Context: an optimization exercise on an open-source flow, tuned for small area and a short achievable clock period. The choices shown serve that exercise and are no tape-out recipe. RTL that was checked went through simulation tests only; none was proved equivalent to the original. For run 4, only the layout was checked, not whether the RTL still works.

## flow/design.v (module list and top-level ports; edited modules follow where they fit)
// module xgmii_ctrl_decode: 15 lines
// module xgmii_rx_xor2: 7 lines
// module crc32_d64: 422 lines
// module xgmii_rx_beat: 14 lines
// module xgmii_rx_or2: 7 lines
// module xgmii_rx_or3: 8 lines
// module xgmii_rx_or4: 9 lines
// module xgmii_rx_nor2: 7 lines
// module xgmii_rx_xnor2: 7 lines
// module xgmii_rx_nor3: 8 lines
// module xgmii_rx_check: 88 lines
// module xgmii2axis_rx: 126 lines
module xgmii2axis_rx (
    input  logic        clk,
    input  logic        inv_aresetn,
    input  logic [63:0] xgmii_d_i,
    input  logic [7:0]  xgmii_c_i,
    output logic [63:0] m_axis_tdata_o,
    output logic [7:0]  m_axis_tkeep_o,
    output logic        m_axis_tvalid_o,
    output logic        m_axis_tlast_o,
    output logic        m_axis_tuser_o,
    output logic [31:0] good_frames_o,
    output logic [31:0] bad_frames_o
);
  // ...
==> flow/flow/run.sh <==
#!/bin/bash
# The standard layout, with plain buffers (not delay cells) on the ports, and timing repair
# aimed at a 4.12 ns period (setup margin 10.88 ns on the 15 ns clock)
set -euo pipefail
bash standard.sh "BUFFER_PORTS_ARGS=-buffer_cell sky130_fd_sc_hd__buf_1" SETUP_SLACK_MARGIN=10.88 finish > layout.log 2>&1
==> flow/standard.sh <==
#!/bin/bash
# synth_recipe.tcl (not shown) runs the flow's synth.tcl, then flattens the netlist and writes it again
# the make line also repeats each setting of config.mk as NAME=value (left out here)
make -C /OpenROAD-flow-scripts/flow DESIGN_CONFIG=/design/flow/config.mk WORK_HOME=/design/flow/orfs CLKGATE_MAP_FILE= SYNTH_SCRIPT=/design/flow/synth_recipe.tcl "${@:-finish}"
==> flow/config.mk <==
export PLATFORM = sky130hd
export DESIGN_NAME = xgmii2axis_rx
export DESIGN_NICKNAME = xgmii2axis_rx
export VERILOG_FILES = /design/flow/design.v
export SDC_FILE = /design/flow/constraint.sdc
export NUM_CORES = 4
export LEC_CHECK = 0
export CAP_MARGIN = 20
export CORE_MARGIN = 2
export CORE_UTILIZATION = 40
export CTS_CLUSTER_DIAMETER = 120
export CTS_CLUSTER_SIZE = 28
export SLEW_MARGIN = 20
export SYNTH_HIERARCHICAL = 1
==> flow/constraint.sdc <==
create_clock -name core_clock -period 15.0 [get_ports {clk}]
set_input_delay 3.0000 -clock core_clock [delete_from_list [all_inputs] [get_ports {clk}]]
set_output_delay 3.0000 -clock core_clock [all_outputs]
set_load 0.01 [all_outputs]
==> impl_metrics.py, run 1 <==
metrics = {
    "drt": {
        "remaining_drc_errors": 0,
        "wl_per_cell_um": 21.1,
        "wl_met1_um": 18700,
        "route.met3.wl_um": 2410,
        "dr_wl_met2_um": 18300,
    },
    "logic_synthesis": {
        "ys_ff_latch": 255,
        "synth_simple_gate_area_frac": 0.186,
        "yosysTopAreaCell": "xor2_1",
        "synth.area.mux_share": 0.00249,
        "synth_cell_type_count": 50,
        "netlist_area_um2": 13100,
        "synth_compound_area_frac": 0.00908,
    },
    "placed_design": {
        "place_hpwl_um": 31700,
    },
    "clocking": {
        "holdBufCountCts": 0,
        "clockRootBuffer": "clkbuf_16",
        "insertion_delay_ns": 0.51,
    },
    "finish": {
        "fin_area_um2": 15100,
        "nMultiInputCombCells": 957,
        "final-seq-area_um2": 5840,
        "diodes": 1,
        "layout.cells.most_common": "xor2_1",
    },
    "setup_path": {
        "r2r_start": "end_term_at_q[1]$_DFF_P_",
        "r2r_cells": 12,
        "arrival_ns": 4.52,
        "rrSetupSlack_ns": 11.01,
    },
    "run_status": {
        "status": "timing/DRC/antenna clean",
    },
    "global_routing": {
        "grt_pass1_wl_um": 57900,
        "overflow": 0,
        "use_met3": 0.0248,
    },
    "flow_run": {
        "max_cap_viol_count": 0,
    },
    "floorplan": {
        "rows": 66,
        "tapCellCount": 442,
    },
}
==> run 2: changes to the inputs <==
--- a/flow/config.mk
+++ b/flow/config.mk
@@ -9,6 +9,6 @@
 export CORE_MARGIN = 2
 export CORE_UTILIZATION = 40
 export CTS_CLUSTER_DIAMETER = 120
-export CTS_CLUSTER_SIZE = 28
+export CTS_CLUSTER_SIZE = 30
 export SLEW_MARGIN = 20
 export SYNTH_HIERARCHICAL = 1
==> impl_metrics.py, run 2 <==
metrics = {
    "run_status": {
        "status": "timing/DRC/antenna clean",
    },
    "timing": {
        "slew_headroom": 0.324,
        "drv_slew": 0,
        "hold_violations": 0,
        "finClkSkew_ns": 0.0221,
        "setup_viol": 0,
        "setup_tns_ns": 0,
        "fmax_ghz": 0.245,
        "rsz0062_at_grt": "no",
        "setup_slack_ns": 10.92,
        "worst_pin_slew_ns": 1.01,
        "period_share": 0.272,
        "fin_crit_ns": 4.08,
    },
    "drt": {
        "wirelength_um": 40200,
        "drt-initial-drc-count": 636,
        "wl_per_cell_um": 21.0,
        "routed_via_density": 5.02,
        "remaining_drc_errors": 0,
        "routed-via-count": 9603,
        "ant_nets": 0,
        "drtPass1Iterations": 5,
    },
    "clocking": {
        "htreeDepth": 1,
        "holdBufCountCts": 0,
        "insertion_delay_ns": 0.50,
        "clockRootBuffer": "clkbuf_16",
        "cts_sinks": 255,
        "cts-buffers-inserted": 12,
        "clk_path_buf_depth": 3,
        "cts_tree": "done",
        "clk_pin_slew_worst_paths_ns": 0.11,
    },
    "logic_synthesis": {
        "yosysTopAreaCell": "xor2_1",
        "netlist_area_um2": 13100,
        "synth-edff-count": 64,
        "synth_top_cells_by_area": "xor2_1, dfxtp_1, edfxtp_1",
        "ys_ff_latch": 255,
        "syn_nets": 1314,
        "ys_seq_area_frac": 0.439,
        "async_flop_share": 0,
        "synth_cell_type_count": 50,
        "yosysWarnings": 8,
        "post-synth-top-count-cell": "xor2_1",
        "avgSynthCellArea_um2": 10.6,
        "synth_cells": 1238,
        "synth_top_area_frac": 0.334,
        "synth-main-ff-cell": "dfxtp_1",
        "synth_commonest_cells": "xor2_1, dfxtp_1, nor2_1",
    },
    "setup_path": {
        "crit_required_ns": 12.00,
        "critical_path_class": "register to output pin",
        "crit_fanout": 4,
        "slowest_delay_ns": 0.40,
        "cp_slowest_cell": "dfxtp_1",
        "arrival_ns": 1.08,
        "worst-path-buf-inv": 1,
        "path_cells": "buf_1",
        "end_kind": "output pin",
        "cpLargestDelayFamily": "flip-flops",
        "start_kind": "register",
    },
    "hold_path": {
        "hold_path_class": "register to register",
    },
    "placed_design": {
        "dp_slack_ns": 10.38,
        "place_area_um2": 14500,
        "place_hpwl_um": 31700,
        "gp_congestion": 0.974,
        "port_buffers": 211,
        "placed_cells": 1889,
    },
    "floorplan": {
        "io_pins": 213,
        "initial_core_util": 0.404,
        "rows": 66,
        "die_width_um": 185,
        "fp.dieH_um": 185,
        "core_area_um2": 32400,
        "die-area_um2": 34200,
    },
    "global_routing": {
        "grt_pass1_vias": 9144,
        "grt_pass1_wl_um": 57400,
        "grt-busiest-layer": "met2",
        "grt_antenna_before_repair": 1,
        "grt_max_degree": 73,
        "grt_use_total": 0.228,
        "overflow": 0,
        "use_met1": 0.321,
        "use_met2": 0.358,
        "use_met3": 0.0370,
    },
    "finish": {
        "final_cell_mix": "xor2_1, buf_1, dfxtp_1",
        "fillers": 3176,
        "layout.cells.most_common": "xor2_1",
        "largest_registers": "held_q: 64 flops, tdata_q: 64 flops",
        "drive_gt1_frac": 0.0755,
        "stdcell_count": 1914,
        "nets": 1541,
        "fin_area_um2": 15000,
        "syn2layout_area_growth_pct": 14.5,
    },
    "flow_run": {
        "max_cap_viol_count": 0,
    },
}
run 2: cell counts after synthesis:
Identical to the previous run, type by type.
run 2: final timing paths:
check	start	end	slack, ns	cells after the start
min	h_term_at_q[2]$_DFF_P_	end_term_at_q[2]$_DFF_P_	0.34	0
min reg2reg	h_term_at_q[2]$_DFF_P_	end_term_at_q[2]$_DFF_P_	0.34	0
max reg2reg	end_term_at_q[1]$_DFF_P_	good_q[25]$_SDFFE_PP0P_	11.01	12
max	bad_q[1]$_SDFFE_PP0P_	bad_frames_o[1]	10.92	1
run 2: cell type report:
type,count,area (µm²),share of cell area
clock inverters,1,16.3,0.00109
inverters,10,37.5,0.00250
well taps,442,553,0.0369
clock buffers,19,358,0.0239
repair buffers,229,947,0.0632
multi-input cells,957,7260,0.485
flip-flops and latches,255,5810,0.388
diodes,1,2.50,0.000167
run 2: kinds of logic (layout without fill, tap and decap cells):
| family | count (synthesis) | count (layout) | share of synthesized area |
|---|---|---|---|
| AOI/OAI and AO/OA | 19 | 19 | 0.00908 |
| xor gates and xnor gates | 528 | 528 | 0.353 |
| adders and majority gates | 2 | 2 | 0.00191 |
| buffers and inverters | 26 | 259 | 0.00794 |
| DFF | 255 | 255 | 0.439 |
| muxes | 3 | 3 | 0.00249 |
| other | 1 | 2 | 0.000287 |
| and+or+nand+nor | 404 | 404 | 0.186 |
run 2: per-module statistics from Yosys, one instance, submodules excluded, excerpt:
module,copies in the design,flip-flops and latches
xgmii2axis_rx,1,255
xgmii_ctrl_decode,1,0
xgmii_rx_nor3,1,0
xgmii_rx_xor2,462,0
xgmii_rx_xnor2,11,0
xgmii_rx_or4,21,0
xgmii_rx_or2,37,0
xgmii_rx_nor2,1,0
run 2: through the flow:
stage                      util  hold WS, ns
after detailed placement  0.447        0.314
after global placement    0.447        0.311
final                     0.463        0.342
after CTS                 0.460        0.349
after floorplan               -        0.310
after global routing      0.463        0.358
run 2: worst reg2reg max path: stages (launching register included):
cell	delay (ns)
dfxtp_1	0.44
or4_1	0.59
xor2_1	0.18
or4_1	0.51
or4_1	0.58
nor3_4	0.37
nand4_1	0.21
buf_4	0.20
nor2_4	0.13
buf_4	0.17
nand3_1	0.09
or3_1	0.35
a21oi_1	0.14
run 2: what timing repair did:
item                       CTS  global route
gates resized for setup     26            40
cloned                       0             0
buffers inserted             0             4
setup endpoints to repair   37            58
pin swaps                    0             3
run 2: per-layer routing:
| metal | part of all wire | wire, µm |
|---|---|---|
| met3 | 0.061 | 2460 |
| met1 | 0.46 | 18400 |
| met5 | 0.00032 | 13 |
| met4 | 0.031 | 1240 |
| met2 | 0.45 | 18100 |
==> run 3: changes to the inputs <==
--- a/flow/config.mk
+++ b/flow/config.mk
@@ -8,7 +8,7 @@
 export CAP_MARGIN = 20
 export CORE_MARGIN = 2
 export CORE_UTILIZATION = 40
-export CTS_CLUSTER_DIAMETER = 120
-export CTS_CLUSTER_SIZE = 30
+export CTS_CLUSTER_DIAMETER = 110
+export CTS_CLUSTER_SIZE = 32
 export SLEW_MARGIN = 20
 export SYNTH_HIERARCHICAL = 1
==> impl_metrics.py, run 3 <==
metrics = {
    "finish": {
        "syn2layout_area_growth_pct": 14.7,
        "fin_area_um2": 15000,
        "final_cell_mix": "xor2_1, buf_1, dfxtp_1",
        "stdcell_count": 1915,
        "drive_gt1_frac": 0.0802,
        "nets": 1542,
        "largest_registers": "held_q: 64 flops, tdata_q: 64 flops",
        "layout.cells.most_common": "xor2_1",
    },
    "timing": {
        "rsz0062_at_grt": "no",
        "worst_pin_slew_ns": 1.03,
        "drv_slew": 0,
        "fin_crit_ns": 4.09,
        "hold_violations": 0,
        "period_share": 0.273,
        "setup_viol": 0,
        "finClkSkew_ns": 0.0234,
        "slew_headroom": 0.310,
        "setup_tns_ns": 0,
        "fmax_ghz": 0.245,
    },
    "clocking": {
        "clockRootBuffer": "clkbuf_16",
        "cts-buffers-inserted": 12,
        "cts_sinks": 255,
        "clk_pin_slew_worst_paths_ns": 0.12,
        "insertion_delay_ns": 0.50,
        "clk_path_buf_depth": 3,
        "cts_tree": "done",
        "htreeDepth": 1,
    },
    "logic_synthesis": {
        "synth_commonest_cells": "xor2_1, dfxtp_1, nor2_1",
        "yosysTopAreaCell": "xor2_1",
        "ys_seq_area_frac": 0.439,
        "yosysWarnings": 8,
        "syn_nets": 1314,
        "synth-main-ff-cell": "dfxtp_1",
        "synth_top_cells_by_area": "xor2_1, dfxtp_1, edfxtp_1",
        "synth-edff-count": 64,
        "avgSynthCellArea_um2": 10.6,
        "post-synth-top-count-cell": "xor2_1",
        "ys_ff_latch": 255,
        "synth_cell_type_count": 50,
        "synth_top_area_frac": 0.334,
        "netlist_area_um2": 13100,
        "synth_cells": 1238,
        "async_flop_share": 0,
    },
    "drt": {
        "routed_via_density": 5.02,
        "wirelength_um": 40200,
        "drtPass1Iterations": 5,
        "top_layer_used": "met4",
        "dr_wl_met2_um": 18200,
        "wl_per_cell_um": 21.0,
        "wl_met1_um": 19000,
        "ant_nets": 0,
        "route.met3.wl_um": 2020,
        "drt-initial-drc-count": 736,
        "routed-via-count": 9607,
        "remaining_drc_errors": 0,
    },
    "floorplan": {
        "core_area_um2": 32400,
        "fp.dieH_um": 185,
        "rows": 66,
        "die_width_um": 185,
        "initial_core_util": 0.404,
        "io_pins": 213,
        "die-area_um2": 34200,
    },
    "placed_design": {
        "place_area_um2": 14500,
        "place_hpwl_um": 31700,
        "gp_congestion": 0.974,
        "placed_cells": 1889,
        "port_buffers": 211,
    },
    "setup_path": {
        "cp_num_cells": 1,
        "arrival_ns": 1.09,
        "end_kind": "output pin",
        "crit_required_ns": 12.00,
        "cp_slowest_cell": "dfxtp_2",
        "startpoint": "bad_q[10]$_SDFFE_PP0P_",
        "cpLargestDelayFamily": "flip-flops",
        "slowest_delay_ns": 0.41,
        "worst-path-buf-inv": 1,
        "r2r_cells": 12,
        "rrSetupSlack_ns": 11.02,
        "crit_fanout": 6,
        "path_cells": "buf_1",
        "endpoint": "bad_frames_o[10]",
        "r2r_start": "end_term_at_q[1]$_DFF_P_",
        "r2r_end": "good_q[25]$_SDFFE_PP0P_",
        "critical_path_class": "register to output pin",
        "start_kind": "register",
    },
    "global_routing": {
        "grt_pass1_wl_um": 57500,
        "grt_antenna_before_repair": 0,
        "grt_max_degree": 73,
        "grt_use_total": 0.228,
        "grt_pass1_vias": 9087,
        "overflow": 0,
    },
    "hold_path": {
        "hold_path_class": "register to register",
    },
    "flow_run": {
        "max_cap_viol_count": 0,
    },
    "run_status": {
        "status": "timing/DRC/antenna clean",
    },
}
## run 3: cell type report
type	instances	area [µm²]
flip-flops and latches	255	5820
inverters	10	37.5
diodes	1	2.50
clock buffers	17	340
repair buffers	230	955
fillers	3177	17400
well taps	442	553
clock inverters	3	46.3
multi-input cells	957	7260
## run 3: worst min-delay path by stage
stage,startpoint,end,slack (ns),depth (start not counted)
6_report,h_term_at_q[2]$_DFF_P_,end_term_at_q[2]$_DFF_P_,0.34,0
3_5_place_dp,h_term_at_q[2]$_DFF_P_,end_term_at_q[2]$_DFF_P_,0.31,0
4_1_cts,h_term_at_q[2]$_DFF_P_,end_term_at_q[2]$_DFF_P_,0.34,0
3_3_place_gp,h_term_at_q[2]$_DFF_P_,end_term_at_q[2]$_DFF_P_,0.31,0
5_1_grt,h_term_at_q[2]$_DFF_P_,end_term_at_q[2]$_DFF_P_,0.35,0
2_1_floorplan,h_term_at_q[0]$_DFF_P_,end_term_at_q[0]$_DFF_P_,0.31,0
## run 3: logic make-up after synthesis
| kind of cell | count (synthesis) | synth area share |
|---|---|---|
| xor gates and xnor gates | 528 | 0.353 |
| and+or+nand+nor | 404 | 0.186 |
| DFF | 255 | 0.439 |
| buffers and inverters | 26 | 0.00794 |
| AOI/OAI and AO/OA | 19 | 0.00908 |
| muxes | 3 | 0.00249 |
| adders and majority gates | 2 | 0.00191 |
| other | 1 | 0.000287 |
## run 3: per-stage QoR
| stage | worst slack, ns | util | hold slack, ns |
|---|---|---|---|
| 2_1_floorplan | 10.86 | - | 0.310 |
| 3_3_place_gp | 10.40 | 0.447 | 0.311 |
| 3_5_place_dp | 10.38 | 0.447 | 0.314 |
| 4_1_cts | 10.83 | 0.461 | 0.342 |
| 5_1_grt | 10.87 | 0.464 | 0.347 |
| 6_report | 10.91 | 0.464 | 0.341 |
## run 3: per-module statistics from Yosys, one instance, submodules excluded, excerpt
module / cells inside / area, µm² / copies in the design
xgmii_rx_or2: 1 / 6.26 / 37
xgmii_rx_xnor2: 1 / 8.76 / 11
xgmii_ctrl_decode: 44 / 308 / 1
xgmii_rx_nor3: 1 / 10.0 / 1
xgmii_rx_xor2: 1 / 8.76 / 462
xgmii_rx_or4: 1 / 7.51 / 21
xgmii2axis_rx: 627 / 8000 / 1
xgmii_rx_or3: 1 / 6.26 / 16
xgmii_rx_beat: 17 / 131 / 1
xgmii_rx_check: 1 / 3.75 / 1
xgmii_rx_nor2: 1 / 3.75 / 1
## run 3: routing by layer
| metal | vias up | global-route usage |
|---|---|---|
| met4 | 0 | 0.0565 |
| met1 | 4642 | 0.329 |
| met5 | - | 0 |
| met3 | 51 | 0.0244 |
| li1 | 4600 | - |
| met2 | 314 | 0.362 |
## run 3: what timing repair did
| item | in CTS | in global routing |
|---|---|---|
| hold buffers | 0 | 0 |
| endpoints found under the setup margin | 43 | 60 |
| pin swaps | 0 | 3 |
| gates resized for setup | 32 | 40 |
| setup buffers | 0 | 5 |
| hold endpoints to repair | 0 | 0 |
==> module xgmii2axis_rx, before the edit <==
module xgmii2axis_rx (
    input  logic        clk,
    input  logic        inv_aresetn,
    input  logic [63:0] xgmii_d_i,
    input  logic [7:0]  xgmii_c_i,
    output logic [63:0] m_axis_tdata_o,
    output logic [7:0]  m_axis_tkeep_o,
    output logic        m_axis_tvalid_o,
    output logic        m_axis_tlast_o,
    output logic        m_axis_tuser_o,
    output logic [31:0] good_frames_o,
    output logic [31:0] bad_frames_o
);
    function automatic logic [7:0] last_keep(input logic [2:0] lane);
        case (lane)
            3'd0: last_keep = 8'h0F;
            3'd1: last_keep = 8'h1F;
            3'd2: last_keep = 8'h3F;
            3'd3: last_keep = 8'h7F;
            3'd4: last_keep = 8'hFF;
            3'd5: last_keep = 8'h01;
            3'd6: last_keep = 8'h03;
            default: last_keep = 8'h07;
        endcase
    endfunction
    logic        x_start, x_data, x_beat;
    logic [7:0]  x_term_at;
    logic [63:0] held_q;
    logic        h_start0_q, h_data_q, h_start;
    logic [7:0]  h_term_at_q;
    logic        first_q, data_q;
    logic        h_frame, h_tail, h_end;
    logic [31:0] crc_q;
    logic [31:0] crc_next;
    logic        crc_ok;
    logic [7:0]  end_keep;
    logic        end_q;
    logic [7:0]  end_term_at_q;
    logic [63:0] tdata_q;
    logic [7:0]  tkeep_q;
    logic        tvalid_q, tlast_q, tuser_q;
    logic [31:0] good_q, bad_q;
    logic [63:0] ctrl_mask;
    always_comb begin
        ctrl_mask[7:0] = 8'h00;
        for (int l = 1; l < 8; l++) ctrl_mask[8*l +: 8] = {8{xgmii_c_i[l-1]}};
    end
    assign h_start = h_start0_q && (held_q[63:16] == 48'hD55555555555);
    assign h_frame = (first_q || data_q) && h_data_q;
    assign h_tail  = data_q && |h_term_at_q[7:5];
    assign h_end   = data_q && !h_data_q;
    xgmii_ctrl_decode u_decode (
        .xgmii_d_i   (xgmii_d_i),
        .xgmii_c_i   (xgmii_c_i),
        .start_lane0_o (x_start),
        .data_o      (x_data),
        .term_at_o   (x_term_at)
    );
    xgmii_rx_beat u_beat (
        .xgmii_d_i (xgmii_d_i[63:40]),
        .xgmii_c_i (xgmii_c_i),
        .frame_i   (h_frame),
        .end_i     (end_q),
        .beat_o    (x_beat)
    );
    logic        crc_init;
    logic [31:0] crc_d;
    assign crc_init = h_start && !data_q;
    for (genvar b = 0; b < 32; b++) begin : g_init
        xgmii_rx_or2 u_or (.a_i(crc_next[b]), .b_i(crc_init), .y_o(crc_d[b]));
    end
    crc32_d64 u_crc (
        .crc_i  (crc_q),
        .data_i (held_q),
        .crc_o  (crc_next)
    );
    xgmii_rx_check u_check (
        .crc_i     (crc_q),
        .term_at_i (end_term_at_q),
        .ok_o      (crc_ok)
    );
    always_comb begin
        end_keep = 8'hFF;
        for (int l = 0; l < 8; l++) begin
            if (end_term_at_q[l]) end_keep = last_keep(3'(l));
        end
    end
    always_ff @(posedge clk) begin
        held_q        <= xgmii_d_i & ~ctrl_mask;
        h_term_at_q   <= x_term_at;
        crc_q         <= crc_d;
        if (h_frame || h_tail) tdata_q <= held_q;
        end_term_at_q <= h_term_at_q;
        tkeep_q       <= end_q ? end_keep : 8'hFF;
        tlast_q       <= end_q;
        tuser_q       <= end_q && crc_ok;
        if (inv_aresetn) begin
            h_start0_q <= 1'b0;
            h_data_q  <= 1'b0;
            first_q   <= 1'b0;
            data_q    <= 1'b0;
            end_q     <= 1'b0;
            tvalid_q  <= 1'b0;
            good_q    <= '0;
            bad_q     <= '0;
        end else begin
            h_start0_q <= x_start;
            h_data_q  <= x_data;
            first_q   <= h_start && !data_q;
            data_q    <= h_frame;
            end_q     <= h_end;
            tvalid_q  <= x_beat;
            if (end_q) begin
                if (crc_ok) good_q <= good_q + 1'b1;
                else bad_q <= bad_q + 1'b1;
            end
        end
    end
    assign m_axis_tdata_o  = tdata_q;
    assign m_axis_tkeep_o  = tkeep_q;
    assign m_axis_tvalid_o = tvalid_q;
    assign m_axis_tlast_o  = tlast_q;
    assign m_axis_tuser_o  = tuser_q;
    assign good_frames_o   = good_q;
    assign bad_frames_o    = bad_q;
endmodule
==> run 4: changes to the inputs <==
--- a/flow/design.v
+++ b/flow/design.v
@@ -633,7 +633,6 @@
     logic        crc_ok;
     logic [7:0]  end_keep;
     logic        end_q;
-    logic [7:0]  end_term_at_q;
     logic [63:0] tdata_q;
     logic [7:0]  tkeep_q;
     logic        tvalid_q, tlast_q, tuser_q;
@@ -674,21 +673,20 @@
     );
     xgmii_rx_check u_check (
         .crc_i     (crc_q),
-        .term_at_i (end_term_at_q),
+        .term_at_i (h_term_at_q),
         .ok_o      (crc_ok)
     );
     always_comb begin
         end_keep = 8'hFF;
         for (int l = 0; l < 8; l++) begin
-            if (end_term_at_q[l]) end_keep = last_keep(3'(l));
+            if (h_term_at_q[l]) end_keep = last_keep(3'(l));
         end
     end
     always_ff @(posedge clk) begin
         held_q        <= xgmii_d_i & ~ctrl_mask;
-        h_term_at_q   <= x_term_at;
+        if (!h_end) h_term_at_q <= x_term_at;
         crc_q         <= crc_d;
         if (h_frame || h_tail) tdata_q <= held_q;
-        end_term_at_q <= h_term_at_q;
         tkeep_q       <= end_q ? end_keep : 8'hFF;
         tlast_q       <= end_q;
         tuser_q       <= end_q && crc_ok;
--- a/flow/config.mk
+++ b/flow/config.mk
@@ -8,7 +8,7 @@
 export CAP_MARGIN = 20
 export CORE_MARGIN = 2
 export CORE_UTILIZATION = 40
-export CTS_CLUSTER_DIAMETER = 110
-export CTS_CLUSTER_SIZE = 32
+export CTS_CLUSTER_DIAMETER = 120
+export CTS_CLUSTER_SIZE = 30
 export SLEW_MARGIN = 20
 export SYNTH_HIERARCHICAL = 1
==> impl_metrics.py, run 4 <==
metrics = {
    "setup_path": {
        "arrival_ns": 1.09,
        "critical_path_class": "register to output pin",
        "slowest_delay_ns": 0.44,
        "crit_required_ns": 12.00,
        "worst-path-buf-inv": 1,
        "cpLargestDelayFamily": "flip-flops",
        "start_kind": "register",
        "crit_fanout": 5,
        "cp_slowest_cell": "dfxtp_1",
        "rrSetupSlack_ns": 11.04,
        "r2r_cells": 12,
        "path_cells": "buf_1",
        "end_kind": "output pin",
        "r2r_start": "h_term_at_q[2]$_DFFE_PN_",
        "r2r_end": "good_q[27]$_SDFFE_PP0P_",
    },
    "logic_synthesis": {
        "synth-main-ff-cell": "dfxtp_1",
        "yosysWarnings": 8,
        "syn_nets": 1300,
        "ys_seq_area_frac": 0.437,
        "synth_top_area_frac": 0.340,
        "synth_cells": 1224,
        "synth_commonest_cells": "xor2_1, dfxtp_1, edfxtp_1",
        "yosysTopAreaCell": "xor2_1",
        "ys_ff_latch": 247,
        "netlist_area_um2": 12900,
        "avgSynthCellArea_um2": 10.6,
        "synth-edff-count": 72,
        "synth_top_cells_by_area": "xor2_1, dfxtp_1, edfxtp_1",
        "async_flop_share": 0,
        "synth_cell_type_count": 48,
        "post-synth-top-count-cell": "xor2_1",
    },
    "floorplan": {
        "core_area_um2": 31700,
        "initial_core_util": 0.408,
        "fp.dieH_um": 184,
        "io_pins": 213,
        "die_width_um": 184,
        "die-area_um2": 33800,
        "rows": 65,
    },
    "finish": {
        "nets": 1551,
        "multi_input_area_um2": 7250,
        "largest_registers": "held_q: 64 flops, tdata_q: 64 flops",
        "final-seq-area_um2": 5710,
        "layout.cells.most_common": "xor2_1",
        "syn2layout_area_growth_pct": 16.0,
        "drive_gt1_frac": 0.0918,
        "fillers": 3060,
        "final_cell_mix": "xor2_1, buf_1, dfxtp_1",
    },
    "timing": {
        "worst_pin_slew_ns": 0.975,
        "setup_viol": 0,
        "finClkSkew_ns": 0.0201,
        "fin_crit_ns": 4.09,
        "period_share": 0.273,
        "slew_headroom": 0.341,
        "rsz0062_at_grt": "yes",
        "fmax_ghz": 0.244,
        "hold_violations": 0,
        "drv_slew": 0,
        "setup_tns_ns": 0,
    },
    "drt": {
        "drt-initial-drc-count": 641,
        "wl_per_cell_um": 22.2,
        "routed_via_density": 5.11,
        "ant_nets": 0,
        "wirelength_um": 41800,
        "routed-via-count": 9631,
        "remaining_drc_errors": 0,
        "drtPass1Iterations": 5,
    },
    "placed_design": {
        "port_buffers": 211,
        "place_hpwl_um": 32700,
        "gp_congestion": 0.997,
    },
    "clocking": {
        "clk_path_buf_depth": 3,
        "cts_tree": "done",
        "insertion_delay_ns": 0.49,
        "clockRootBuffer": "clkbuf_16",
        "cts-buffers-inserted": 12,
        "holdBufCountCts": 0,
        "clk_pin_slew_worst_paths_ns": 0.11,
        "htreeDepth": 1,
        "cts_sinks": 247,
    },
    "run_status": {
        "status": "timing/DRC/antenna clean",
    },
    "flow_run": {
        "max_cap_viol_count": 0,
    },
    "hold_path": {
        "hold_path_class": "register to register",
        "worst_hold_startpoint": "held_q[9]$_DFF_P_",
        "hold_depth": 0,
        "hold_end": "tdata_q[9]$_DFFE_PP_",
    },
    "global_routing": {
        "grt_pass1_wl_um": 60100,
        "grt_pass1_vias": 9344,
        "grt_max_degree": 71,
        "grt_antenna_before_repair": 0,
        "overflow": 0,
        "grt_use_total": 0.242,
    },
}
## run 4: per-module statistics from Yosys (local to each module, per instance), excerpt
module	times used	flops+latches	cells	cell area (µm²)
xgmii_rx_beat	1	0	17	131
xgmii_rx_or4	21	0	1	7.51
xgmii_rx_xnor2	11	0	1	8.76
xgmii_rx_nor2	1	0	1	3.75
xgmii_rx_or2	37	0	1	6.26
xgmii_rx_nor3	1	0	1	10.0
xgmii_rx_check	1	0	1	3.75
xgmii_rx_xor2	462	0	1	8.76
xgmii2axis_rx	1	247	613	7860
xgmii_ctrl_decode	1	0	44	308
## run 4: stage by stage
| stage | cells | util | hold slack [ns] | setup WS, ns | area (µm²) |
|---|---|---|---|---|---|
| final | 1884 | 0.473 | 0.467 | 10.91 | 15000 |
| after CTS | 1873 | 0.469 | 0.468 | 10.88 | 14900 |
| after detailed placement | 1839 | 0.451 | 0.437 | 10.22 | 14300 |
| after floorplan | 1224 | - | 0.346 | 10.79 | 13000 |
| after global routing | 1883 | 0.473 | 0.478 | 10.86 | 15000 |
| after global placement | 1839 | 0.451 | 0.438 | 10.27 | 14300 |
## run 4: worst max-delay path by stage
stage,start,endpoint,depth (start not counted)
floorplan,xgmii_c_i[1],h_term_at_q[6]$_DFFE_PN_,3
global placement,xgmii_c_i[0],h_term_at_q[6]$_DFFE_PN_,4
detailed placement,xgmii_c_i[0],h_term_at_q[6]$_DFFE_PN_,4
CTS,h_term_at_q[1]$_DFFE_PN_,good_q[29]$_SDFFE_PP0P_,10
global route,h_term_at_q[0]$_DFFE_PN_,good_q[29]$_SDFFE_PP0P_,11
finish,good_q[12]$_SDFFE_PP0P_,good_frames_o[12],1
## run 4: cell families (layout without fill, tap and decap cells)
| group | after synthesis | in the layout | synth area share |
|---|---|---|---|
| xor gates and xnor gates | 526 | 526 | 0.356 |
| and+or+nand+nor | 398 | 398 | 0.185 |
| DFF | 247 | 247 | 0.437 |
| AOI/OAI and AO/OA | 26 | 26 | 0.0112 |
| buffers and inverters | 23 | 280 | 0.00744 |
| adders and majority gates | 2 | 2 | 0.00193 |
| other | 1 | 2 | 0.000290 |
| muxes | 1 | 1 | 0.000773 |
## run 4: cell type report
type                    instances  area share
repair buffers                249      0.0746
flip-flops and latches        247       0.381
clock inverters                 2     0.00183
inverters                      11     0.00275
well taps                     402      0.0335
diodes                          1    0.000167
multi-input cells             954       0.483
clock buffers                  18      0.0236
## run 4: metal layers
metal | up-vias | wire length [µm] | track usage
met5 | - | 0 | 0
met4 | 0 | 1200 | 0.0707
met3 | 53 | 2780 | 0.0444
met2 | 321 | 19200 | 0.390
met1 | 4665 | 18600 | 0.331
li1 | 4592 | - | -
## run 4: worst register-to-register path, delay by kind of cell (launching register included)
family / cells / cell delay [ns]
simple gates: 8 / 2.76
flops: 1 / 0.45
buf+inv: 2 / 0.35
xor+xnor: 1 / 0.18
compound gates: 1 / 0.14
## run 4: what timing repair did
action                                  CTS  global route
pin swaps                                 0             3
buffers inserted                         14            10
hold endpoints to repair                  0             0
endpoints found under the setup margin   40            51
resized for setup                        23            39
==> run 5: changes to the inputs <==
--- a/flow/design.v
+++ b/flow/design.v
@@ -633,6 +633,7 @@
     logic        crc_ok;
     logic [7:0]  end_keep;
     logic        end_q;
+    logic [7:0]  end_term_at_q;
     logic [63:0] tdata_q;
     logic [7:0]  tkeep_q;
     logic        tvalid_q, tlast_q, tuser_q;
@@ -673,20 +674,21 @@
     );
     xgmii_rx_check u_check (
         .crc_i     (crc_q),
-        .term_at_i (h_term_at_q),
+        .term_at_i (end_term_at_q),
         .ok_o      (crc_ok)
     );
     always_comb begin
         end_keep = 8'hFF;
         for (int l = 0; l < 8; l++) begin
-            if (h_term_at_q[l]) end_keep = last_keep(3'(l));
+            if (end_term_at_q[l]) end_keep = last_keep(3'(l));
         end
     end
     always_ff @(posedge clk) begin
         held_q        <= xgmii_d_i & ~ctrl_mask;
-        if (!h_end) h_term_at_q <= x_term_at;
+        h_term_at_q   <= x_term_at;
         crc_q         <= crc_d;
         if (h_frame || h_tail) tdata_q <= held_q;
+        end_term_at_q <= h_term_at_q;
         tkeep_q       <= end_q ? end_keep : 8'hFF;
         tlast_q       <= end_q;
         tuser_q       <= end_q && crc_ok;
==> flow/flow/run.sh (replaced) <==
#!/bin/bash
# The standard layout, with plain buffers (not delay cells) on the ports, timing repair aimed at
# a 4.08 ns period (setup margin 10.92 ns on the 15 ns clock), and one level of sink clustering in CTS
set -euo pipefail
bash standard.sh "BUFFER_PORTS_ARGS=-buffer_cell sky130_fd_sc_hd__buf_1" SETUP_SLACK_MARGIN=10.92 \
  "CTS_ARGS=-sink_clustering_enable -repair_clock_nets -sink_clustering_size 30 -sink_clustering_max_diameter 120 -sink_clustering_levels 1" \
  finish > layout.log 2>&1
==> impl_metrics.py, run 5 <==
metrics = {
    "run_status": {
        "status": "timing/DRC/antenna clean",
    },
    "drt": {
        "wirelength_um": 40700,
        "routed-via-count": 9748,
        "remaining_drc_errors": 0,
        "drt-initial-drc-count": 647,
        "ant_nets": 0,
        "routed_via_density": 5.09,
        "drtPass1Iterations": 5,
        "wl_per_cell_um": 21.2,
    },
    "timing": {
        "setup_viol": 0,
        "period_share": 0.272,
        "worst_pin_slew_ns": 0.948,
        "holdWs_ns": 0.340,
        "drv_slew": 0,
        "finClkSkew_ns": 0.0165,
        "hold_violations": 0,
        "fmax_ghz": 0.245,
        "slew_headroom": 0.366,
        "rsz0062_at_grt": "yes",
        "setup_tns_ns": 0,
        "fin_crit_ns": 4.08,
    },
    "setup_path": {
        "start_kind": "register",
        "critical_path_class": "register to output pin",
        "crit_required_ns": 12.00,
        "arrival_ns": 1.08,
        "r2r_end": "good_q[24]$_SDFFE_PP0P_",
        "slowest_delay_ns": 0.44,
        "cpLargestDelayFamily": "flip-flops",
        "cp_slowest_cell": "edfxtp_1",
        "end_kind": "output pin",
        "endpoint": "m_axis_tdata_o[38]",
        "r2r_cells": 12,
        "cp_num_cells": 1,
        "worst-path-buf-inv": 1,
        "startpoint": "tdata_q[38]$_DFFE_PP_",
        "rrSetupSlack_ns": 11.13,
        "r2r_start": "end_term_at_q[7]$_DFF_P_",
        "crit_fanout": 1,
        "path_cells": "buf_1",
    },
    "finish": {
        "fillers": 3153,
        "fin_area_um2": 15200,
        "largest_registers": "held_q: 64 flops, tdata_q: 64 flops",
        "syn2layout_area_growth_pct": 16.0,
        "final_cell_mix": "xor2_1, buf_1, dfxtp_1",
        "drive_gt1_frac": 0.124,
        "stdcell_count": 1917,
        "layout.cells.most_common": "xor2_1",
        "nets": 1542,
    },
    "global_routing": {
        "overflow": 0,
        "grt_use_total": 0.229,
        "grt_antenna_before_repair": 0,
        "grt_pass1_vias": 9120,
        "grt_max_degree": 73,
        "grt_pass1_wl_um": 57700,
    },
    "placed_design": {
        "place_hpwl_um": 31600,
        "gp_congestion": 1.01,
        "placed_cells": 1887,
        "port_buffers": 211,
        "place_area_um2": 14500,
    },
    "logic_synthesis": {
        "syn_nets": 1314,
        "synth_cells": 1238,
        "synth_cell_type_count": 50,
        "synthXorXnorAreaFrac": 0.353,
        "yosysWarnings": 8,
        "synth-adder-area-share": 0.00191,
        "synth_commonest_cells": "xor2_1, dfxtp_1, nor2_1",
        "ys_seq_area_frac": 0.439,
        "ys_ff_latch": 255,
        "yosysTopAreaCell": "xor2_1",
        "synth_top_area_frac": 0.334,
        "synth_top_cells_by_area": "xor2_1, dfxtp_1, edfxtp_1",
        "async_flop_share": 0,
        "synth-edff-count": 64,
        "synth_compound_area_frac": 0.00908,
        "synth.area.mux_share": 0.00249,
        "post-synth-top-count-cell": "xor2_1",
        "synth_simple_gate_area_frac": 0.186,
        "synth-main-ff-cell": "dfxtp_1",
        "netlist_area_um2": 13100,
        "avgSynthCellArea_um2": 10.6,
        "synth_top_family_by_area": "XOR/XNOR gates",
    },
    "clocking": {
        "clockRootBuffer": "clkbuf_16",
        "cts_tree": "done",
        "cts-buffers-inserted": 12,
        "insertion_delay_ns": 0.50,
        "clk_pin_slew_worst_paths_ns": 0.11,
        "cts_sinks": 255,
        "htreeDepth": 1,
        "clk_path_buf_depth": 3,
        "holdBufCountCts": 0,
    },
    "floorplan": {
        "die-area_um2": 34200,
        "rows": 66,
        "initial_core_util": 0.404,
        "die_width_um": 185,
        "io_pins": 213,
        "core_area_um2": 32400,
        "fp.dieH_um": 185,
    },
    "flow_run": {
        "max_cap_viol_count": 0,
    },
    "hold_path": {
        "hold_path_class": "register to register",
    },
}
-- run 5: cell types whose count changed after synthesis, moves of 4 or more --
| cell | change |
|---|---|
| dfxtp_1 | +16 |
| edfxtp_1 | -8 |
| and4_1 | +7 |
| nand4_1 | +7 |
| o21ai_0 | -6 |
| or3_1 | -6 |
| xnor2_1 | +6 |
| nand3_1 | -5 |
| a21oi_1 | -4 |
| clkbuf_1 | +4 |
| xor2_1 | -4 |
-- run 5: layout make-up --
type | instances | area [µm²] | share of cell area
diodes | 3 | 7.51 | 0.000494
clock buffers | 18 | 344 | 0.0227
clock inverters | 2 | 41.3 | 0.00272
inverters | 10 | 37.5 | 0.00247
multi-input cells | 957 | 7310 | 0.481
flip-flops and latches | 255 | 5880 | 0.387
well taps | 442 | 553 | 0.0364
repair buffers | 230 | 1010 | 0.0667
-- run 5: kinds of logic after synthesis --
group | count (synthesis)
AO/OA/AOI/OAI | 19
XOR/XNOR | 528
adder cells (fa/ha/maj) | 2
buffers and inverters | 26
flip-flops | 255
multiplexers | 3
other | 1
AND/OR/NAND/NOR | 404
-- run 5: modules after synthesis, one instance, submodules excluded, a selection --
module             cells inside  flip-flops and latches  area, µm²  times used
xgmii2axis_rx               627                     255       8000           1
xgmii_ctrl_decode            44                       0        308           1
xgmii_rx_beat                17                       0        131           1
xgmii_rx_nor3                 1                       0       10.0           1
xgmii_rx_xnor2                1                       0       8.76          11
xgmii_rx_xor2                 1                       0       8.76         462
xgmii_rx_or4                  1                       0       7.51          21
xgmii_rx_or2                  1                       0       6.26          37
xgmii_rx_or3                  1                       0       6.26          16
xgmii_rx_check                1                       0       3.75           1
xgmii_rx_nor2                 1                       0       3.75           1
-- run 5: metrics by stage --
step                       util  setup slack [ns]
final                     0.469             10.92
after global routing      0.469             10.87
after CTS                 0.462             10.90
after detailed placement  0.447             10.40
after global placement    0.447             10.43
after floorplan               -             10.86
-- run 5: worst min-delay path by stage --
stage	to	cells after the start	startpoint	slack [ns]
floorplan	end_term_at_q[0]$_DFF_P_	0	h_term_at_q[0]$_DFF_P_	0.31
global route	end_term_at_q[2]$_DFF_P_	0	h_term_at_q[2]$_DFF_P_	0.35
global placement	end_term_at_q[2]$_DFF_P_	0	h_term_at_q[2]$_DFF_P_	0.33
detailed placement	end_term_at_q[1]$_DFF_P_	0	h_term_at_q[1]$_DFF_P_	0.31
CTS	end_term_at_q[2]$_DFF_P_	0	h_term_at_q[2]$_DFF_P_	0.35
finish	end_term_at_q[2]$_DFF_P_	0	h_term_at_q[2]$_DFF_P_	0.34
-- run 5: per-layer routing --
metal	up-vias	global-route usage	part of all wire
met5	-	0	0
met4	0	0.0917	0.038
met3	81	0.0415	0.069
met2	393	0.350	0.44
met1	4681	0.318	0.45
li1	4593	-	-
-- run 5: worst reg2reg max path: cells and delay by family (launching register included) --
family | cells | cell delay [ns]
buffers and inverters | 2 | 0.42
flip-flops | 1 | 0.45
XOR/XNOR | 2 | 0.35
AND/OR/NAND/NOR | 8 | 2.52
-- run 5: repair_timing --
action,4_1_cts,5_1_grt
resized for setup,72,86
setup endpoints to repair,69,89
cloned,0,1
pin swaps,0,4
buffers inserted,0,6
==> run 6: changes to the inputs <==
==> flow/flow/run.sh (replaced) <==
#!/bin/bash
# The standard layout, with plain buffers (not delay cells) on the ports, timing repair aimed at
# a 4.08 ns period (setup margin 10.92 ns on the 15 ns clock), and one static layer in CTS
set -euo pipefail
bash standard.sh "BUFFER_PORTS_ARGS=-buffer_cell sky130_fd_sc_hd__buf_1" SETUP_SLACK_MARGIN=10.92 \
  "CTS_ARGS=-sink_clustering_enable -repair_clock_nets -sink_clustering_size 30 -sink_clustering_max_diameter 120 -num_static_layers 1" \
  finish > layout.log 2>&1
==> impl_metrics.py, run 6 <==
metrics = {
    "run_status": {
        "status": "timing/DRC/antenna clean",
    },
    "timing": {
        "setup_tns_ns": 0,
        "fin_crit_ns": 4.08,
        "setup_slack_ns": 10.92,
        "drv_slew": 0,
        "hold_violations": 0,
        "setup_viol": 0,
        "rsz0062_at_grt": "yes",
        "worst_pin_slew_ns": 0.931,
        "slew_headroom": 0.377,
        "finClkSkew_ns": 0.0163,
        "fmax_ghz": 0.245,
        "period_share": 0.272,
        "holdWs_ns": 0.337,
    },
    "logic_synthesis": {
        "post-synth-top-count-cell": "xor2_1",
        "synth_cell_type_count": 50,
        "netlist_area_um2": 13100,
        "synth-main-ff-cell": "dfxtp_1",
        "yosysTopAreaCell": "xor2_1",
        "ys_ff_latch": 255,
        "synth_top_cells_by_area": "xor2_1, dfxtp_1, edfxtp_1",
        "ys_seq_area_frac": 0.439,
        "syn_nets": 1314,
        "async_flop_share": 0,
        "synth_commonest_cells": "xor2_1, dfxtp_1, nor2_1",
        "avgSynthCellArea_um2": 10.6,
        "synth_cells": 1238,
        "yosysWarnings": 8,
        "synth-edff-count": 64,
        "synth_top_area_frac": 0.334,
    },
    "clocking": {
        "clk_pin_slew_worst_paths_ns": 0.11,
        "cts_sinks": 255,
        "clk_path_buf_depth": 3,
        "insertion_delay_ns": 0.49,
        "clockRootBuffer": "clkbuf_16",
        "cts_tree": "done",
        "cts-buffers-inserted": 12,
        "holdBufCountCts": 0,
        "htreeDepth": 1,
    },
    "placed_design": {
        "dp_slack_ns": 10.40,
        "placed_cells": 1887,
        "port_buffers": 211,
        "place_hpwl_um": 31600,
        "gp_congestion": 1.01,
        "place_area_um2": 14500,
    },
    "finish": {
        "stdcell_count": 1916,
        "fin_area_um2": 15200,
        "multi_input_area_um2": 7310,
        "nets": 1542,
        "layout.cells.most_common": "xor2_1",
        "utilization": 0.469,
        "syn2layout_area_growth_pct": 15.9,
        "largest_registers": "held_q: 64 flops, tdata_q: 64 flops",
        "final_cell_mix": "xor2_1, buf_1, dfxtp_1",
        "final-seq-area_um2": 5870,
        "drive_gt1_frac": 0.123,
        "fillers": 3150,
    },
    "drt": {
        "ant_nets": 0,
        "drt-initial-drc-count": 626,
        "drtPass1Iterations": 5,
        "wirelength_um": 40700,
        "wl_per_cell_um": 21.2,
        "routed_via_density": 5.04,
        "remaining_drc_errors": 0,
        "routed-via-count": 9660,
    },
    "hold_path": {
        "hold_path_class": "register to register",
    },
    "setup_path": {
        "crit_fanout": 14,
        "cp_slowest_cell": "or4_4",
        "critical_path_class": "input port to register",
        "start_kind": "input port",
        "path_cells": "buf_1 > buf_4 > or4_4 > or3b_4 > nor3_2",
        "cpLargestDelayFamily": "simple AND/OR/NAND/NOR gates",
        "arrival_ns": 4.49,
        "worst-path-buf-inv": 2,
        "crit_required_ns": 15.42,
        "end_kind": "register",
        "slowest_delay_ns": 0.59,
    },
    "global_routing": {
        "grt_use_total": 0.228,
        "grt_pass1_vias": 9119,
        "grt_pass1_wl_um": 57700,
        "grt_antenna_before_repair": 0,
        "grt_max_degree": 73,
        "overflow": 0,
    },
    "flow_run": {
        "max_cap_viol_count": 0,
    },
    "floorplan": {
        "initial_core_util": 0.404,
        "io_pins": 213,
        "fp.dieH_um": 185,
        "die_width_um": 185,
        "core_area_um2": 32400,
        "rows": 66,
        "die-area_um2": 34200,
    },
}
[run 6: cells by family (layout without fill, tap and decap cells)]
kind of cell / Yosys count / in the layout / share of synthesized area
flops: 255 / 255 / 0.439
fa+ha+maj: 2 / 2 / 0.00191
other cells: 1 / 3 / 0.000287
simple gates: 404 / 404 / 0.186
compound gates: 19 / 19 / 0.00908
xor+xnor: 528 / 528 / 0.353
buf+inv: 26 / 260 / 0.00794
mux: 3 / 3 / 0.00249
[run 6: layout make-up]
type / count / area share
Multi-Input combinational cell: 957 / 0.482
Antenna cell: 2 / 0.000330
Tap cell: 442 / 0.0364
Sequential cell: 255 / 0.387
Timing Repair Buffer: 230 / 0.0666
Clock inverter: 2 / 0.00272
Clock buffer: 18 / 0.0227
Inverter: 10 / 0.00247
[run 6: metal layers]
metal,global-route usage,wire [µm],vias up,share of wire
met3,0.0442,2900,74,0.071
met2,0.352,18100,390,0.44
met4,0.0857,1460,0,0.036
met5,0,0,-,0
met1,0.316,18300,4601,0.45
li1,-,-,4595,-
[run 6: repair_timing]
item,CTS,global route
endpoints found under the setup margin,65,96
pin swaps,0,4
gates resized for setup,61,92
buffers inserted,0,6
cloned,0,1
[run 6: worst register-to-register path, cell delays in order (launching register included)]
cell and delay [ns]:
dfxtp_1 0.48, or4_1 0.55, xor2_1 0.18, or4_1 0.42, or4_4 0.56, nor3_4 0.34
nand4_1 0.13, buf_4 0.18, nor4_4 0.32, buf_2 0.24, nand4_1 0.12, xor2_1 0.18
nor2_1 0.05
[run 6: final timing paths]
path / to / depth (start not counted) / slack (ns) / startpoint
setup / recovery: h_term_at_q[7]$_DFF_P_ / 5 / 10.92 / xgmii_c_i[0]
hold / removal: end_term_at_q[2]$_DFF_P_ / 0 / 0.34 / h_term_at_q[2]$_DFF_P_
setup reg to reg: good_q[24]$_SDFFE_PP0P_ / 12 / 11.12 / end_term_at_q[6]$_DFF_P_
hold reg to reg: end_term_at_q[2]$_DFF_P_ / 0 / 0.34 / h_term_at_q[2]$_DFF_P_
[run 6: per-module statistics from Yosys, one instance, submodules excluded, a selection]
module / cells / area, µm² / flops+latches
xgmii2axis_rx: 627 / 8000 / 255
xgmii_ctrl_decode: 44 / 308 / 0
xgmii_rx_nor2: 1 / 3.75 / 0
xgmii_rx_nor3: 1 / 10.0 / 0
xgmii_rx_beat: 17 / 131 / 0
xgmii_rx_or4: 1 / 7.51 / 0
xgmii_rx_check: 1 / 3.75 / 0

## port drivers added, routing unchanged
In the flow no input, the clock included, has a driving cell. The finished layouts below were timed again as built, in two steps. Step 1 (the two cells are an assumption about what drives the block):
set clk [get_ports {clk}]
set_driving_cell -lib_cell sky130_fd_sc_hd__clkbuf_16 $clk
set_driving_cell -lib_cell sky130_fd_sc_hd__buf_2 [delete_from_list [all_inputs] $clk]
Step 2 moves the port delays by t, midway between the first and last clock arrival at a register: inputs arrive t later, outputs are due t later. That takes back most of the time a late clock gives input paths. Three values: ideal ports, drivers, drivers and shift; two values: the first two.
run	shift t [ns]	slack for setup (ns)	worst setup path after step 2
run 1	0.541	10.888 / 10.863 / 10.377	input to register
run 2	0.531	10.918 / 10.871 / 10.427	input to register
run 3	0.535	10.910 / 10.861 / 10.427	input to register
run 4	0.535	10.909 / 10.855 / 10.408	input to register
run 5	0.540	10.922 / 10.871 / 10.402	input to register
run 6	0.534	10.923 / 10.878 / 10.417	input to register
After both steps every run listed still meets setup and hold. The setup slack of run 5, which loses most, moves by -0.051 ns with the drivers and by -0.520 ns with both steps.
